From an optimization exercise on the open Yosys and OpenROAD flow, aimed at small area; shortcuts taken in it are not production practice. Function was checked by simulation only, so behaviour that the tests miss may differ from the original. No activity file was given, so power comes from the tool's default toggle rates.

**design/flow/flow/run.sh**
```bash
#!/bin/bash
# Standard ORFS layout (standard synthesis unchanged) with smaller port buffers and a clock tree
# without dummy loads and with larger sink clusters.
set -euo pipefail
bash standard.sh \
  "BUFFER_PORTS_ARGS=-buffer_cell sky130_fd_sc_hd__buf_2" \
  "CTS_ARGS=-sink_clustering_enable -repair_clock_nets -dont_use_dummy_load -buf_list sky130_fd_sc_hd__clkbuf_16 -sink_clustering_size 20 -sink_clustering_max_diameter 100" \
  finish > standard.log 2>&1
```
**design/flow/standard.sh**
```bash
#!/bin/bash
# synth_recipe.tcl (not shown) runs the flow's synth.tcl, then flattens the netlist and writes it again
# the make line also repeats each setting of config.mk as NAME=value (left out here)
make -C /OpenROAD-flow-scripts/flow DESIGN_CONFIG=/design/flow/config.mk WORK_HOME=/design/flow/orfs CLKGATE_MAP_FILE= SYNTH_SCRIPT=/design/flow/synth_recipe.tcl "${@:-finish}"
```
**design/flow/config.mk**
```make
export PLATFORM = sky130hd
export DESIGN_NAME = register_file
export DESIGN_NICKNAME = register_file
export VERILOG_FILES = /design/flow/design.v
export SDC_FILE = /design/flow/constraint.sdc
export NUM_CORES = 4
export LEC_CHECK = 0
export CAP_MARGIN = 10
export CELL_PAD_IN_SITES_DETAIL_PLACEMENT = 1
export CELL_PAD_IN_SITES_GLOBAL_PLACEMENT = 1
export CORE_MARGIN = 2
export CORE_UTILIZATION = 35
export PLACE_DENSITY = 0.5
export SETUP_SLACK_MARGIN = 0.05
export SLEW_MARGIN = 10
export SYNTH_HIERARCHICAL = 1
```
**design/flow/constraint.sdc**
```tcl
create_clock -name core_clock -period 8.0 [get_ports {Clock}]
set_input_delay 1.6000 -clock core_clock [delete_from_list [all_inputs] [get_ports {Clock}]]
set_output_delay 1.6000 -clock core_clock [all_outputs]
set_load 0.01 [all_outputs]
```
**design/flow/design.v**
```verilog
module register_file #(
  parameter bit BYPASS = 1'b1
) (
  input  logic        Clock,
  input  logic        NReset,
  input  logic        WriteEnable,
  input  logic [4:0]  WriteAddr,
  input  logic [31:0] WriteData,
  input  logic [4:0]  ReadAddrA,
  input  logic [4:0]  ReadAddrB,
  output logic [31:0] ReadDataA,
  output logic [31:0] ReadDataB,
  input  logic [4:0]  DebugAddr,
  output logic [31:0] DebugData
);
  logic [31:0] r [1:31];
  logic [31:1] valid;
  logic [31:1] wsel;
  logic        wr;
  logic        bypA, bypB;
  logic [31:0] selA, selB, selD;
  logic [7:0] whi, ahi, bhi, dhi;
  logic [3:0] wlo, alo, blo, dlo;
  always_comb begin
    wr   = NReset && WriteEnable && WriteAddr != 5'd0;
    bypA = BYPASS && wr && ReadAddrA == WriteAddr;
    bypB = BYPASS && wr && ReadAddrB == WriteAddr;
    for (int j = 0; j < 8; j++) begin
      whi[j] = WriteAddr[4:2] == 3'(j);
      ahi[j] = ReadAddrA[4:2] == 3'(j);
      bhi[j] = ReadAddrB[4:2] == 3'(j);
      dhi[j] = DebugAddr[4:2] == 3'(j);
    end
    for (int k = 0; k < 4; k++) begin
      wlo[k] = NReset && WriteEnable && WriteAddr[1:0] == 2'(k);
      alo[k] = !bypA && ReadAddrA[1:0] == 2'(k);
      blo[k] = !bypB && ReadAddrB[1:0] == 2'(k);
      dlo[k] = DebugAddr[1:0] == 2'(k);
    end
  end
  always_ff @(posedge Clock or negedge NReset)
    if (!NReset) valid <= '0;
    else valid <= valid | wsel;
  always_ff @(posedge Clock)
    for (int i = 1; i < 32; i++)
      if (wsel[i]) r[i] <= WriteData;
  assign selA[0] = bypA;
  assign selB[0] = bypB;
  assign selD[0] = 1'b0;
  for (genvar i = 1; i < 32; i++) begin : g_row
    rf_and2 u_w (.a(whi[i/4]), .b(wlo[i%4]), .y(wsel[i]));
    rf_and3 u_a (.a(ahi[i/4]), .b(alo[i%4]), .c(valid[i]), .y(selA[i]));
    rf_and3 u_b (.a(bhi[i/4]), .b(blo[i%4]), .c(valid[i]), .y(selB[i]));
    rf_and3 u_d (.a(dhi[i/4]), .b(dlo[i%4]), .c(valid[i]), .y(selD[i]));
  end
  for (genvar b = 0; b < 32; b++) begin : g_bit
    logic [31:0] col;
    assign col[0] = WriteData[b];
    for (genvar i = 1; i < 32; i++) begin : g_col
      assign col[i] = r[i][b];
    end
    rf_sel32 u_a (.sel(selA), .d(col), .y(ReadDataA[b]));
    rf_sel32 u_b (.sel(selB), .d(col), .y(ReadDataB[b]));
    rf_sel31 u_d (.sel(selD[31:1]), .d(col[31:1]), .y(DebugData[b]));
  end
endmodule
module rf_sel32 (
  input  logic [31:0] sel,
  input  logic [31:0] d,
  output logic        y
);
  logic [11:0] n;
  for (genvar g = 0; g < 10; g++) begin : g_aoi
    rf_aoi222 u (.a1(sel[3*g]), .a2(d[3*g]), .b1(sel[3*g+1]), .b2(d[3*g+1]),
                 .c1(sel[3*g+2]), .c2(d[3*g+2]), .y(n[g]));
  end
  rf_nand2 u_n30 (.a(sel[30]), .b(d[30]), .y(n[10]));
  rf_nand2 u_n31 (.a(sel[31]), .b(d[31]), .y(n[11]));
  rf_or_nand12 u_or (.n(n), .y(y));
endmodule
module rf_sel31 (
  input  logic [30:0] sel,
  input  logic [30:0] d,
  output logic        y
);
  logic [10:0] n;
  for (genvar g = 0; g < 10; g++) begin : g_aoi
    rf_aoi222 u (.a1(sel[3*g]), .a2(d[3*g]), .b1(sel[3*g+1]), .b2(d[3*g+1]),
                 .c1(sel[3*g+2]), .c2(d[3*g+2]), .y(n[g]));
  end
  rf_nand2 u_last (.a(sel[30]), .b(d[30]), .y(n[10]));
  rf_or_nand11 u_or (.n(n), .y(y));
endmodule
module rf_or_nand12 (
  input  logic [11:0] n,
  output logic        y
);
  logic [2:0] p;
  rf_nand4 u0 (.a(n[0]), .b(n[1]), .c(n[2]), .d(n[3]), .y(p[0]));
  rf_nand4 u1 (.a(n[4]), .b(n[5]), .c(n[6]), .d(n[7]), .y(p[1]));
  rf_nand4 u2 (.a(n[8]), .b(n[9]), .c(n[10]), .d(n[11]), .y(p[2]));
  rf_or3   u3 (.a(p[0]), .b(p[1]), .c(p[2]), .y(y));
endmodule
module rf_or_nand11 (
  input  logic [10:0] n,
  output logic        y
);
  logic [2:0] p;
  rf_nand4 u0 (.a(n[0]), .b(n[1]), .c(n[2]), .d(n[3]), .y(p[0]));
  rf_nand4 u1 (.a(n[4]), .b(n[5]), .c(n[6]), .d(n[7]), .y(p[1]));
  rf_nand3 u2 (.a(n[8]), .b(n[9]), .c(n[10]), .y(p[2]));
  rf_or3   u3 (.a(p[0]), .b(p[1]), .c(p[2]), .y(y));
endmodule
module rf_and2 (
  input  logic a, b,
  output logic y
);
  assign y = a && b;
endmodule
module rf_and3 (
  input  logic a, b, c,
  output logic y
);
  assign y = a && b && c;
endmodule
module rf_aoi222 (
  input  logic a1, a2, b1, b2, c1, c2,
  output logic y
);
  assign y = !((a1 && a2) || (b1 && b2) || (c1 && c2));
endmodule
module rf_nand2 (
  input  logic a, b,
  output logic y
);
  assign y = !(a && b);
endmodule
module rf_nand3 (
  input  logic a, b, c,
  output logic y
);
  assign y = !(a && b && c);
endmodule
module rf_nand4 (
  input  logic a, b, c, d,
  output logic y
);
  assign y = !(a && b && c && d);
endmodule
module rf_or3 (
  input  logic a, b, c,
  output logic y
);
  assign y = a || b || c;
endmodule
```
==> results of run 1 <==
[Yosys stat by module, one instance, submodules excluded, excerpt]
module / cells / area [um2] / flip-flops and latches / times used
rf_or3: 1 / 6.256 / 0 / 96
rf_nand2: 1 / 3.754 / 0 / 160
rf_aoi222: 1 / 10.01 / 0 / 960
register_file: 1144 / 31440 / 1023 / 1
rf_and2: 1 / 6.256 / 0 / 31
rf_nand4: 1 / 6.256 / 0 / 256
rf_nand3: 1 / 5.005 / 0 / 32
rf_and3: 1 / 6.256 / 0 / 93
[metrics by stage]
step,hold slack (ps),worst slack (ps)
2_1_floorplan,461.0,2363
4_1_cts,534.7,1310
3_5_place_dp,511.6,1324
6_report,545.2,966.3
5_1_grt,554.6,1014
3_3_place_gp,508.6,1376
[power by group through the flow]
stage                     sequential, mW  clock (mW)  combinational, mW
after floorplan                     6.09           0              0.300
after global placement              6.12           0              0.732
after detailed placement            6.12           0              0.742
after CTS                           6.00        3.08              0.744
after global routing                6.01        3.23              0.780
final                               6.01        3.06              0.768
[worst min path at each step]
stage                           end      start  depth (start not counted)
after floorplan           valid[10]  valid[10]                          1
after global placement    valid[31]  valid[31]                          1
after detailed placement  valid[12]  valid[12]                          1
after CTS                 valid[12]  valid[12]                          1
after global routing      valid[29]  valid[29]                          1
final                     valid[12]  valid[12]                          1
[per-layer routing]
layer | routed length (um) | up-vias
li1 | - | 14659
met2 | 103500 | 4791
met3 | 43730 | 959
met5 | 347 | -
met1 | 95940 | 20956
met4 | 14370 | 30
[registers in the layout, summed over array words and instances (netlist names)]
| name | cells |
|---|---|
| r | 992 |
| valid | 31 |
[kinds of logic after synthesis]
logic type	after synthesis	synth area share
flip-flops	1023	0.6824
AO/OA/AOI/OAI	971	0.2165
AND/OR/NAND/NOR	757	0.09707
buffers and inverters	11	0.002095
XOR/XNOR	10	0.001955
[cell usage after synthesis]
cell type  number
a222oi_1      960
nand3_1        32
and3_1         96
nand2b_1        3
nor3b_1        14
nor3_4          1
a21o_2          1
nand3b_1        2
nor3_1          4
buf_6           3
xor2_1          4
edfxtp_1      992
nor2b_1         2
and4b_4         2
nand4_1       256
or3_1          96
and2_1         32
or2_2          31
and3b_2         2
a21oi_1         6
and4_1          1
buf_4           8
xnor2_1         6
nand2_1       167
dfrtp_1        31
a211oi_2        4
or2b_1          1
and3_2          1
nor2_1          6
nor4b_2         2
and3b_1         6
[cell type report]
class | instances | area share
diodes | 19 | 0.0009477
flip-flops and latches | 1023 | 0.6092
repair buffers | 281 | 0.03481
clock buffers | 57 | 0.02843
multi-input cells | 1738 | 0.2852
well taps | 1662 | 0.04145
==> flow_summary.toml, run 1 <==
[status]
outcome = "no timing/DRC/antenna violations"

[worst_setup_path]
critPathKind = "input pin to output pin"
critPathLaunch = "WriteAddr[4]"
path_delay_family = "simple AND/OR/NAND/NOR gates"
reg2regPathDepth = 1
cp.depth = 10
worstPathMaxFanout = 25
critical_path.max_stage_delay_ps = 640
crit_end = "ReadDataA[29]"
crit_top_cell = "buf_2"
crit_arrival_ps = 5430
endpoint_kind = "output pin"
required_ps = 6400
path_buf_inv = 3
slowest_stage = "a222oi_1"
worstPathCellList = "buf_2 > xor2_1 > a211oi_2 > a21oi_1 > and3_2 > buf_4 > a222oi_1 > nand4_1 > or3_1 > buf_2"
r2r_end = "valid[23]"
r2r_slack_ps = 7090
r2r-start = "valid[23]"
start_kind = "input pin"

[layout]
fin_nets = 3156
register_area_mm2 = 0.03056
area_growth_pct = 12.01
finalInstanceArea_mm2 = 0.05017
fill_cells = 12677
drive_gt1_frac = 0.1633
final_cell_mix = "992 x edfxtp_1, 960 x a222oi_1, 256 x nand4_1, 167 x nand2_1, 150 x buf_2"
mostFrequentLayoutCell = "edfxtp_1"
multi_input_area_mm2 = 0.01431
utilization = 0.3939
stdcell_count = 4780

[clock_tree]
clock_latency_ps = 690
cts_setup_buffers = 0
ctsHoldBuffers = 0
cts_inserted_buffers = 57
clk_pin_slew_ps = 80
cts_resized = 0
clock_sinks = 1023
cts_root_buf = "clkbuf_16"
cts_tree = "done"
htree_num_levels = 2
clockBufferDepth = 3

[die]
dieArea_mm2 = 0.1309
rows = 131
initial_core_util = 0.3517
design.core.area_mm2 = 0.1274
die_x_um = 361.7
die_height_um = 361.7
ioPinCount = 151

[grt]
met3_usage = 0.1426
grt.busiest_layer = "met2"
grt.overflow.total = 0
track_usage = 0.3782
grt_max_degree = 34
grt_pass1_vias = 39058
grt_pass1_wl_um = 339000
grtUsageMet1 = 0.5178
grtUsageMet2 = 0.5257
antenna_found_initial = 40

[logic_synthesis]
synthDistinctLibCells = 31
synthCells = 2772
synth-seq-area-share = 0.6824
synth_top_cells_by_area = "edfxtp_1 67%, a222oi_1 21%, nand4_1 3.6%, dfrtp_1 1.7%, nand2_1 1.4%"
synth_area_leader_cell = "edfxtp_1"
synth_top_area_share = 0.6650
avgSynthCellArea_um2 = 16.16
yosys_warnings = 8
syn_area_mm2 = 0.04479
ys_seq_elements = 1023
syn_nets = 2827

[sta]
max_freq_mhz = 142.2
fin_skew_ps = 0
post-route-min-period_ps = 7034
setup_violations = 0
slew_viol_final = 0
min_period_over_period = 0.8792
final-hold-violation-count = 0
finalSetupTns_ps = 0
rsz0062_at_grt = "false"
slew_headroom = 0.1477
tightest_slew_ps = 1278

[route]
num_vias = 41395
viasPerCell = 8.660
drc_errors = 0
post_drt_wl_per_cell_um = 53.94
ant_nets = 0
dr.pass1.iters = 14
drt-total-wl_um = 257800
drtIter0Drc = 14103

[power_and_ir_drop]
ir_worst_vdd_mv = 0.1807
finalPower_mw = 9.830
swShare = 0.2460
leakagePower_nw = 15.91
clockPowerShare = 0.311
pwr-share-seq = 0.611
p_per_area_mw_per_mm2 = 195.9
pwr-share-comb = 0.078
internal-power_mw = 7.412
switchingPower_mw = 2.418

[placement]
dp_hpwl_um = 154400
gp_congestion = 0.9831
port_buffers = 150
placed_cells = 4704
dpl_cell_area_mm2 = 0.04870

[worst_hold_path]
hp-class = "register to register"

[job]
drv_cap = 0
==> inputs of run 2 (changes only) <==
==> design/flow/flow/run.sh (replaced) <==
#!/bin/bash
# Standard ORFS layout (standard synthesis unchanged) with smaller port buffers and a clock tree
# without dummy loads and with larger sink clusters.
set -euo pipefail
bash standard.sh \
  "BUFFER_PORTS_ARGS=-buffer_cell sky130_fd_sc_hd__buf_1" \
  "CTS_ARGS=-sink_clustering_enable -repair_clock_nets -dont_use_dummy_load -buf_list sky130_fd_sc_hd__clkbuf_16 -sink_clustering_size 24 -sink_clustering_max_diameter 100" \
  finish > standard.log 2>&1
==> run 2 against run 1 <==
  * Combinational power decreased by 2%
  * Flip-flop and latch count unchanged
  * Clock skew is the same
  * Final cell count grew 0.46%
  * Cell area shrank 0.13%
  * Sequential power is essentially flat
  * Sequential share of layout area increased by 0.079 points
  * Die area did not move
  * Count of clock-buffer cells in the layout down 6
  * Register-to-register slack improved by 20 ps
  * Synthesized cell count unchanged
  * Power shrank 1.9%
==> flow_summary.toml, run 2 <==
[layout]
top_regs = "r x992, valid x31"
final_cell_mix = "992 x edfxtp_1, 960 x a222oi_1, 256 x nand4_1, 167 x nand2_1, 156 x buf_4"
largest_reg_flops = 992
mostFrequentLayoutCell = "edfxtp_1"
fin_nets = 3180
drive_gt1_frac = 0.1223
regMostFlops = "r"
fill_cells = 12730
area_growth_pct = 11.86

[logic_synthesis]
synth-compound-area-share = 0.2165
yosys_warnings = 8
synth_ff_type = "edfxtp_1"
yosys-top-cells-count = "992 x edfxtp_1, 960 x a222oi_1, 256 x nand4_1, 167 x nand2_1"
synthDistinctLibCells = 31
synthCells = 2772
synth_top_cells_by_area = "edfxtp_1 67%, a222oi_1 21%, nand4_1 3.6%, dfrtp_1 1.7%, nand2_1 1.4%"
synth_simple_gate_area_share = 0.09707
synth_top_family_by_area = "compound AO/OA/AOI/OAI gates"
synthAdderAreaFrac = 0
synth-seq-area-share = 0.6824
avgSynthCellArea_um2 = 16.16
synth_edf_count = 992
synth_most_common_cell = "edfxtp_1"
synth_xor_xnor_area_share = 0.001955
synthMuxAreaShare = 0
synth_top_area_share = 0.6650
syn_area_mm2 = 0.04479
async_flop_share = 0.03030
synth_area_leader_cell = "edfxtp_1"
ys_seq_elements = 1023
syn_nets = 2827

[sta]
rsz0062_at_grt = "false"
slew_viol_final = 0
fin_skew_ps = 0
post-route-min-period_ps = 7241
slew_headroom = 0.07130
setup_violations = 0
worst_slack_ps = 758.7
max_freq_mhz = 138.1
final-hold-violation-count = 0
tightest_slew_ps = 1393
min_period_over_period = 0.9052
finalSetupTns_ps = 0

[die]
die_x_um = 361.7
design.core.area_mm2 = 0.1274
dieArea_mm2 = 0.1309
ioPinCount = 151
die_height_um = 361.7
rows = 131
initial_core_util = 0.3517

[route]
drc_errors = 0
drtIter0Drc = 12416
drt-total-wl_um = 258000
post_drt_wl_per_cell_um = 53.73
dr.pass1.iters = 13
num_vias = 40789
viasPerCell = 8.494
ant_nets = 0

[power_and_ir_drop]
p_per_area_mw_per_mm2 = 192.5
clockPowerShare = 0.299
pwr-share-seq = 0.622
pwr-share-comb = 0.078
switchingPower_mw = 2.370
ir_worst_vdd_mv = 0.1674
leakagePower_nw = 15.47
internal-power_mw = 7.274
swShare = 0.2458
finalPower_mw = 9.644

[clock_tree]
cts_tree = "done"
ctsHoldBuffers = 0
clock_sinks = 1023
cts_setup_buffers = 0
cts_root_buf = "clkbuf_16"
cts_resized = 0
htree_num_levels = 2
clock_latency_ps = 680
clk_pin_slew_ps = 100
clockBufferDepth = 3
cts_inserted_buffers = 51

[worst_setup_path]
r2r-start = "valid[31]"
critPathLaunch = "WriteAddr[4]"
endpoint_kind = "output pin"
critPathKind = "input pin to output pin"
worstPathMaxFanout = 20
crit_arrival_ps = 5640
required_ps = 6400
start_kind = "input pin"

[placement]
dp_hpwl_um = 157800
port_buffers = 150
place_ws_ps = 962.8
gp_congestion = 0.9817

[job]
drv_cap = 0

[status]
outcome = "no timing/DRC/antenna violations"

[grt]
antenna_found_initial = 23
grt.overflow.total = 0
grt_max_degree = 34
grt_pass1_vias = 39797
grt_pass1_wl_um = 342400
track_usage = 0.3807

[worst_hold_path]
hp-class = "register to register"
min-delay-start = "valid[2]"
## run 2: cell counts after synthesis
No cell type changed its count.
## run 2: critical path, cell delays in order
cell      delay, ps
buf_1           530
xor2_1          200
a211oi_2        530
a21oi_1         350
and3_2          450
buf_4           330
a222oi_1        620
nand4_1         390
or3_1           460
buf_1           140
## run 2: kinds of logic (layout without fill, tap and decap cells)
logic type	count (synthesis)	in the layout
DFF	1023	1023
AOI/OAI and AO/OA	971	971
and+or+nand+nor	757	757
buffers and inverters	11	362
xor gates and xnor gates	10	10
other	0	17
## run 2: power groups by stage
stage | combinational, mW | sequential, mW | clock (mW)
floorplan | 0.300 | 6.09 | 0
global placement | 0.710 | 6.12 | 0
detailed placement | 0.721 | 6.12 | 0
CTS | 0.723 | 6.00 | 2.91
global route | 0.769 | 6.01 | 3.07
finish | 0.754 | 6.00 | 2.89
## run 2: final cells by class
| class | count | area (um2) | area share |
|---|---|---|---|
| flip-flops and latches | 1023 | 30560 | 0.6100 |
| multi-input cells | 1738 | 14310 | 0.2855 |
| clock buffers | 51 | 1276 | 0.02547 |
| repair buffers | 311 | 1837 | 0.03666 |
| diodes | 17 | 42.54 | 0.0008490 |
| well taps | 1662 | 2079 | 0.04150 |
## run 2: per-module statistics from Yosys (local to each module, per instance), a selection
module,cells inside,copies in the design,area [um2],flip-flops and latches
register_file,1144,1,31440,1023
rf_aoi222,1,960,10.01,0
rf_and2,1,31,6.256,0
rf_and3,1,93,6.256,0
rf_nand4,1,256,6.256,0
rf_or3,1,96,6.256,0
rf_nand3,1,32,5.005,0
rf_nand2,1,160,3.754,0
## run 2: path summary, 6_finish.rpt
check	endpoint	slack, ps	cells past startpoint
worst max-delay path	ReadDataA[5]	760	10
max in group asynchronous	valid[30]	6650	2
worst max register to register	valid[31]	7110	1
worst min register to register	valid[2]	540	1
worst min-delay path	valid[2]	540	1
min in group asynchronous	valid[9]	1000	2
## run 2: per-layer routing
layer	global-route usage	wire, um
met1	0.4769	90510
met2	0.5699	111200
met3	0.1143	36390
met4	0.2510	19730
met5	0.005549	159
## run 2: per-stage QoR
stage / hold WS (ps) / cell area [um2] / cells / util
floorplan: 461.0 / 44790 / 2772 / -
global placement: 486.1 / 48790 / 4734 / 0.3831
detailed placement: 496.7 / 48790 / 4734 / 0.3831
CTS: 522.1 / 50060 / 4785 / 0.3931
global route: 543.2 / 50070 / 4787 / 0.3931
finish: 540.6 / 50110 / 4802 / 0.3934
==> inputs of run 3 (changes only) <==
--- a/design/flow/config.mk
+++ b/design/flow/config.mk
@@ -9,8 +9,8 @@
 export CELL_PAD_IN_SITES_DETAIL_PLACEMENT = 1
 export CELL_PAD_IN_SITES_GLOBAL_PLACEMENT = 1
 export CORE_MARGIN = 2
-export CORE_UTILIZATION = 35
-export PLACE_DENSITY = 0.5
+export CORE_UTILIZATION = 45
+export PLACE_DENSITY = 0.6
 export SETUP_SLACK_MARGIN = 0.05
 export SLEW_MARGIN = 10
 export SYNTH_HIERARCHICAL = 1
==> run 3 against run 2 <==
  * Register-to-register slack is essentially flat
  * Final cell count decreased by 7.6%
  * Combinational power grew 0.8%
  * Flip-flop and latch count did not move
  * Sequential share of layout area rose by 0.42 points
  * Wire length decreased by 2.2%
  * Count of clock-buffer cells in the layout down 2
  * Maximum frequency up 0.90%
  * Critical path depth stayed put
  * Highest routed layer unchanged
==> flow_summary.toml, run 3 <==
[worst_setup_path]
crit_arrival_ps = 5580
r2r_slack_ps = 7100
endpoint_kind = "output pin"
start_kind = "input pin"
critPathKind = "input pin to output pin"
required_ps = 6400
worstPathMaxFanout = 21

[logic_synthesis]
synth_ff_type = "edfxtp_1"
synth-compound-area-share = 0.2165
synth_simple_gate_area_share = 0.09707
synthDistinctLibCells = 31
synth_xor_xnor_area_share = 0.001955
synth_top_cells_by_area = "edfxtp_1 67%, a222oi_1 21%, nand4_1 3.6%, dfrtp_1 1.7%, nand2_1 1.4%"
avgSynthCellArea_um2 = 16.16
ys_seq_elements = 1023
yosys-top-cells-count = "992 x edfxtp_1, 960 x a222oi_1, 256 x nand4_1, 167 x nand2_1"
synthCells = 2772
yosys_warnings = 8
synth_top_family_by_area = "compound AO/OA/AOI/OAI gates"
syn_area_mm2 = 0.04479
async_flop_share = 0.03030
synth_area_leader_cell = "edfxtp_1"
synthMuxAreaShare = 0
synthAdderAreaFrac = 0
synth_most_common_cell = "edfxtp_1"
syn_nets = 2827
synth_edf_count = 992
synth-seq-area-share = 0.6824
synth_top_area_share = 0.6650

[clock_tree]
clk_pin_slew_ps = 80
clock_latency_ps = 710
cts_setup_buffers = 0
clock_sinks = 1023
cts_tree = "done"
cts_root_buf = "clkbuf_16"
clockBufferDepth = 3
ctsHoldBuffers = 0
cts_resized = 0
cts_inserted_buffers = 49
htree_num_levels = 2

[route]
drt-total-wl_um = 252400
drc_errors = 0
wl_met3_um = 47970
dr_wl_met2_um = 101700
dr.pass1.iters = 17
ant_nets = 0
wl_met1_um = 80810
highest_layer = "met5"
num_vias = 42168
post_drt_wl_per_cell_um = 56.91
drtIter0Drc = 14037
viasPerCell = 9.508

[sta]
rsz0062_at_grt = "false"
slew_viol_final = 0
fin_skew_ps = 0
post-route-min-period_ps = 7177
tightest_slew_ps = 1344
finalSetupTns_ps = 0
worst_slack_ps = 823.3
min_period_over_period = 0.8971
setup_violations = 0
max_freq_mhz = 139.3
final-hold-violation-count = 0
slew_headroom = 0.1041

[die]
rows = 115
ioPinCount = 151
die_x_um = 319.5
die_height_um = 319.5
initial_core_util = 0.4544
design.core.area_mm2 = 0.09856
dieArea_mm2 = 0.1021

[placement]
place_ws_ps = 1225
port_buffers = 150
gp_congestion = 1.061
dp_hpwl_um = 153300

[grt]
antenna_found_initial = 18
grt_max_degree = 34
grt_pass1_wl_um = 336800
grt.overflow.total = 0
track_usage = 0.4795
grt_pass1_vias = 40514

[layout]
regMostFlops = "r"
mostFrequentLayoutCell = "edfxtp_1"
final_cell_mix = "992 x edfxtp_1, 960 x a222oi_1, 256 x nand4_1, 167 x nand2_1, 163 x buf_4"
area_growth_pct = 11.09
largest_reg_flops = 992
top_regs = "r x992, valid x31"
fin_nets = 3191
fill_cells = 9322
drive_gt1_frac = 0.1260

[power_and_ir_drop]
p_per_area_mw_per_mm2 = 192.9
ir_worst_vdd_mv = 0.1855
leakagePower_nw = 15.54

[worst_hold_path]
hp-class = "register to register"

[status]
outcome = "no timing/DRC/antenna violations"

[job]
drv_cap = 0
[run 3: worst paths after layout]
path                         startpoint            end  cells past startpoint
max                        ReadAddrB[3]  ReadDataB[22]                     10
min                            valid[2]       valid[2]                      1
max reg2reg                   valid[19]      valid[19]                      1
min reg2reg                    valid[2]       valid[2]                      1
max in group asynchronous        NReset       valid[2]                      2
min in group asynchronous        NReset       valid[1]                      2
[run 3: power breakdown]
group / internal [mW] / switching, mW
logic: 0.207 / 0.553
registers: 5.93 / 0.0705
clock network: 1.10 / 1.74
[run 3: worst max-delay path, cell delays in order]
cell      delay, ps
buf_1           410
xor2_1          220
a211oi_2        330
a21oi_1         310
and3_2          530
buf_4           340
a222oi_1        860
nand4_1         330
or3_1           460
buf_1           160
[run 3: kinds of logic (layout without fill, tap and decap cells)]
kind of cell | count (synthesis) | in the layout
AOI/OAI and AO/OA | 971 | 971
xor gates and xnor gates | 10 | 10
buffers and inverters | 11 | 373
DFF | 1023 | 1023
other | 0 | 14
and+or+nand+nor | 757 | 757
[run 3: per-layer routing]
| metal | vias up | GRT usage |
|---|---|---|
| met5 | - | 0.02553 |
| met4 | 20 | 0.3212 |
| met3 | 1250 | 0.2313 |
| met2 | 5338 | 0.6614 |
| met1 | 20845 | 0.5914 |
| li1 | 14715 | - |
[run 3: cell type report]
| cell class | count | area, um2 | share of cell area |
|---|---|---|---|
| antenna | 14 | 35.03 | 0.0007040 |
| clock buffer | 49 | 1226 | 0.02464 |
| multi-input combinational | 1738 | 14310 | 0.2876 |
| sequential | 1023 | 30560 | 0.6142 |
| tap | 1287 | 1610 | 0.03236 |
| timing repair buffer | 324 | 2012 | 0.04043 |
[run 3: modules after synthesis, one instance, submodules excluded, excerpt]
module	cell area (um2)	times used
register_file	31440	1
rf_and2	6.256	31
rf_and3	6.256	93
rf_aoi222	10.01	960
rf_nand2	3.754	160
rf_nand3	5.005	32
rf_nand4	6.256	256
rf_or3	6.256	96
[run 3: metrics by stage]
step | total power, mW | hold slack, ps | cells | utilization | cell area [um2]
CTS | 9.520 | 522.7 | 4421 | 0.5044 | 49720
finish | 9.598 | 529.7 | 4435 | 0.5049 | 49760
global route | 9.747 | 554.4 | 4425 | 0.5046 | 49740
detailed placement | 6.828 | 501.4 | 4372 | 0.4920 | 48490
floorplan | 6.389 | 461.0 | 2772 | - | 44790
global placement | 6.814 | 495.7 | 4372 | 0.4920 | 48490
==> inputs of run 4 (changes only) <==
--- a/design/flow/config.mk
+++ b/design/flow/config.mk
@@ -9,8 +9,8 @@
 export CELL_PAD_IN_SITES_DETAIL_PLACEMENT = 1
 export CELL_PAD_IN_SITES_GLOBAL_PLACEMENT = 1
 export CORE_MARGIN = 2
-export CORE_UTILIZATION = 45
-export PLACE_DENSITY = 0.6
+export CORE_UTILIZATION = 40
+export PLACE_DENSITY = 0.55
 export SETUP_SLACK_MARGIN = 0.05
 export SLEW_MARGIN = 10
 export SYNTH_HIERARCHICAL = 1
==> run 4 against run 3 <==
  * Cell area fell by 0.13%
  * Global-route usage fell by 7.2 points
  * Wire length fell by 3.4%
  * Hold slack got worse by 5.6 ps
  * Still clean
  * Non-clock buffer count fell by 22
==> flow_summary.toml, run 4 <==
[sta]
worst_slack_ps = 920.4
setup_violations = 0
tightest_slew_ps = 1471
max_freq_mhz = 141.3
slew_viol_final = 0
fin_skew_ps = 0
slew_headroom = 0.01951
min_period_over_period = 0.8849
final-hold-violation-count = 0
finalSetupTns_ps = 0
post-route-min-period_ps = 7080
rsz0062_at_grt = "false"

[layout]
regMostFlops = "r"
fin_nets = 3169
area_growth_pct = 10.94
stdcell_count = 4609
final_cell_mix = "992 x edfxtp_1, 960 x a222oi_1, 256 x nand4_1, 167 x nand2_1, 152 x buf_4"
drive_gt1_frac = 0.1189
top_regs = "r x992, valid x31"
mostFrequentLayoutCell = "edfxtp_1"
largest_reg_flops = 992

[logic_synthesis]
yosys-top-cells-count = "992 x edfxtp_1, 960 x a222oi_1, 256 x nand4_1, 167 x nand2_1"
yosys_warnings = 8
syn_area_mm2 = 0.04479
synth_top_area_share = 0.6650
syn_nets = 2827
synth_area_leader_cell = "edfxtp_1"
avgSynthCellArea_um2 = 16.16
synth_ff_type = "edfxtp_1"
synth_top_cells_by_area = "edfxtp_1 67%, a222oi_1 21%, nand4_1 3.6%, dfrtp_1 1.7%, nand2_1 1.4%"
synth_most_common_cell = "edfxtp_1"
synthDistinctLibCells = 31
ys_seq_elements = 1023
synth-seq-area-share = 0.6824
synth_edf_count = 992
synthCells = 2772
async_flop_share = 0.03030

[worst_setup_path]
required_ps = 6400
worstPathMaxFanout = 18
critPathKind = "input pin to output pin"
crit_arrival_ps = 5480
endpoint_kind = "output pin"
start_kind = "input pin"

[clock_tree]
ctsHoldBuffers = 0
clock_latency_ps = 660
cts_resized = 0
cts_tree = "done"
clockBufferDepth = 3
cts_root_buf = "clkbuf_16"
cts_inserted_buffers = 49
htree_num_levels = 2
clk_pin_slew_ps = 100
clock_sinks = 1023
cts_setup_buffers = 0

[die]
design.core.area_mm2 = 0.1108
die_height_um = 338.6
rows = 122
die_x_um = 338.6
dieArea_mm2 = 0.1147
initial_core_util = 0.4042
ioPinCount = 151

[placement]
placed_cells = 4551
gp_congestion = 0.9947
port_buffers = 150
place_ws_ps = 1260
dp_hpwl_um = 151900

[route]
dr.pass1.iters = 14
drt-total-wl_um = 243900
viasPerCell = 8.782
post_drt_wl_per_cell_um = 52.92
num_vias = 40477
drc_errors = 0
drtIter0Drc = 12734
ant_nets = 0

[power_and_ir_drop]
p_per_area_mw_per_mm2 = 192.1
ir_worst_vdd_mv = 0.1374
leakagePower_nw = 15.38

[grt]
grt.overflow.total = 0
antenna_found_initial = 15
met3_usage = 0.1289
track_usage = 0.4080
grtUsageMet1 = 0.5136
grtUsageMet2 = 0.5987
grt_max_degree = 34
grt.busiest_layer = "met2"
grt_pass1_vias = 39667
grt_pass1_wl_um = 326500

[worst_hold_path]
hp-class = "register to register"

[job]
drv_cap = 0

[status]
outcome = "no timing/DRC/antenna violations"
run 4: power breakdown:
part / leakage [nW] / internal [mW] / total [mW] / switching, mW
logic: 5.46 / 0.203 / 0.734 / 0.531
registers: 9.31 / 5.93 / 6.00 / 0.0696
clock network: 0.604 / 1.10 / 2.81 / 1.71
total: 15.4 / 7.23 / 9.55 / 2.32
run 4: per-module statistics from Yosys, one instance, submodules excluded, excerpt:
module	cells inside	copies in the design	area [um2]	flip-flops and latches
rf_nand2	1	160	3.754	0
register_file	1144	1	31440	1023
rf_or3	1	96	6.256	0
rf_and3	1	93	6.256	0
rf_aoi222	1	960	10.01	0
rf_nand3	1	32	5.005	0
rf_nand4	1	256	6.256	0
rf_and2	1	31	6.256	0
run 4: through the flow:
stage               hold slack [ps]    util  area [um2]  power (mW)
finish                        524.1  0.4484       49690       9.547
global route                  556.2  0.4482       49670       9.722
CTS                           517.2  0.4481       49660       9.518
detailed placement            491.2  0.4371       48440       6.821
global placement              494.7  0.4371       48440       6.806
floorplan                     461.0       -       44790       6.389
run 4: layer usage:
layer / up-vias / share of wire
li1: 14662 / -
met1: 20337 / 0.34
met2: 4444 / 0.42
met3: 1022 / 0.15
met4: 12 / 0.084
met5: - / 0.00040
run 4: cell type report:
type | instances | area [um2]
diodes | 9 | 22.52
clock buffers | 49 | 1226
fillers | 10866 | 61130
multi-input cells | 1738 | 14310
flip-flops and latches | 1023 | 30560
well taps | 1488 | 1862
repair buffers | 302 | 1705
run 4: final timing paths:
path / startpoint / endpoint / slack (ps) / depth (start not counted)
setup / recovery: WriteAddr[3] / ReadDataB[23] / 920 / 10
hold / removal: valid[2] / valid[2] / 520 / 1
setup reg to reg: valid[26] / valid[26] / 7140 / 1
hold reg to reg: valid[2] / valid[2] / 520 / 1
max in group asynchronous: NReset / valid[2] / 6690 / 2
min in group asynchronous: NReset / valid[29] / 980 / 2
run 4: logic make-up (layout without fill, tap and decap cells):
logic type,count (synthesis),count (layout),share of synthesized area
buffers and inverters,11,351,0.002095
other,0,9,0
AOI/OAI and AO/OA,971,971,0.2165
and+or+nand+nor,757,757,0.09707
DFF,1023,1023,0.6824
xor gates and xnor gates,10,10,0.001955
run 4: worst max-delay path: stages:
cell      delay (ps)
buf_1            430
xor2_1           370
a211oi_2         140
a21oi_1          580
and3_2           990
buf_4            560
a222oi_1         190
nand4_1          180
or3_1            180
buf_1            220

what the ideal ports hide:
The results above use ideal ports. As a check the final layouts listed here were re-extracted and re-timed, cells and wires unchanged.
Step 1: set_driving_cell puts a clkbuf_16 on Clock and a buf_2 on each other input, an assumption about the parent block.
Step 2 adds t to the input delays and takes it off the output delays; t is the mean of the earliest and latest rising clock arrival at the registers after step 1. Input paths then give back, and output paths get back, about the clock's delay inside the block.
Three values: ideal, step 1, step 2; two values: the first two.
| run | t (ns) | slack for setup (ns) | worst setup path after step 2 |
|---|---|---|---|
| run 1 | 0.791 | 0.966 / 0.947 / 0.947 | input to output |
| run 2 | 0.756 | 0.759 / 0.716 / 0.716 | input to output |
| run 3 | 0.760 | 0.823 / 0.762 / 0.762 | input to output |
| run 4 | 0.764 | 0.920 / 0.884 / 0.884 | input to output |
After both steps setup and hold are still met in every run listed. The setup slack of run 3, which loses most, moves by -0.061 ns with the drivers and by -0.061 ns with both steps.
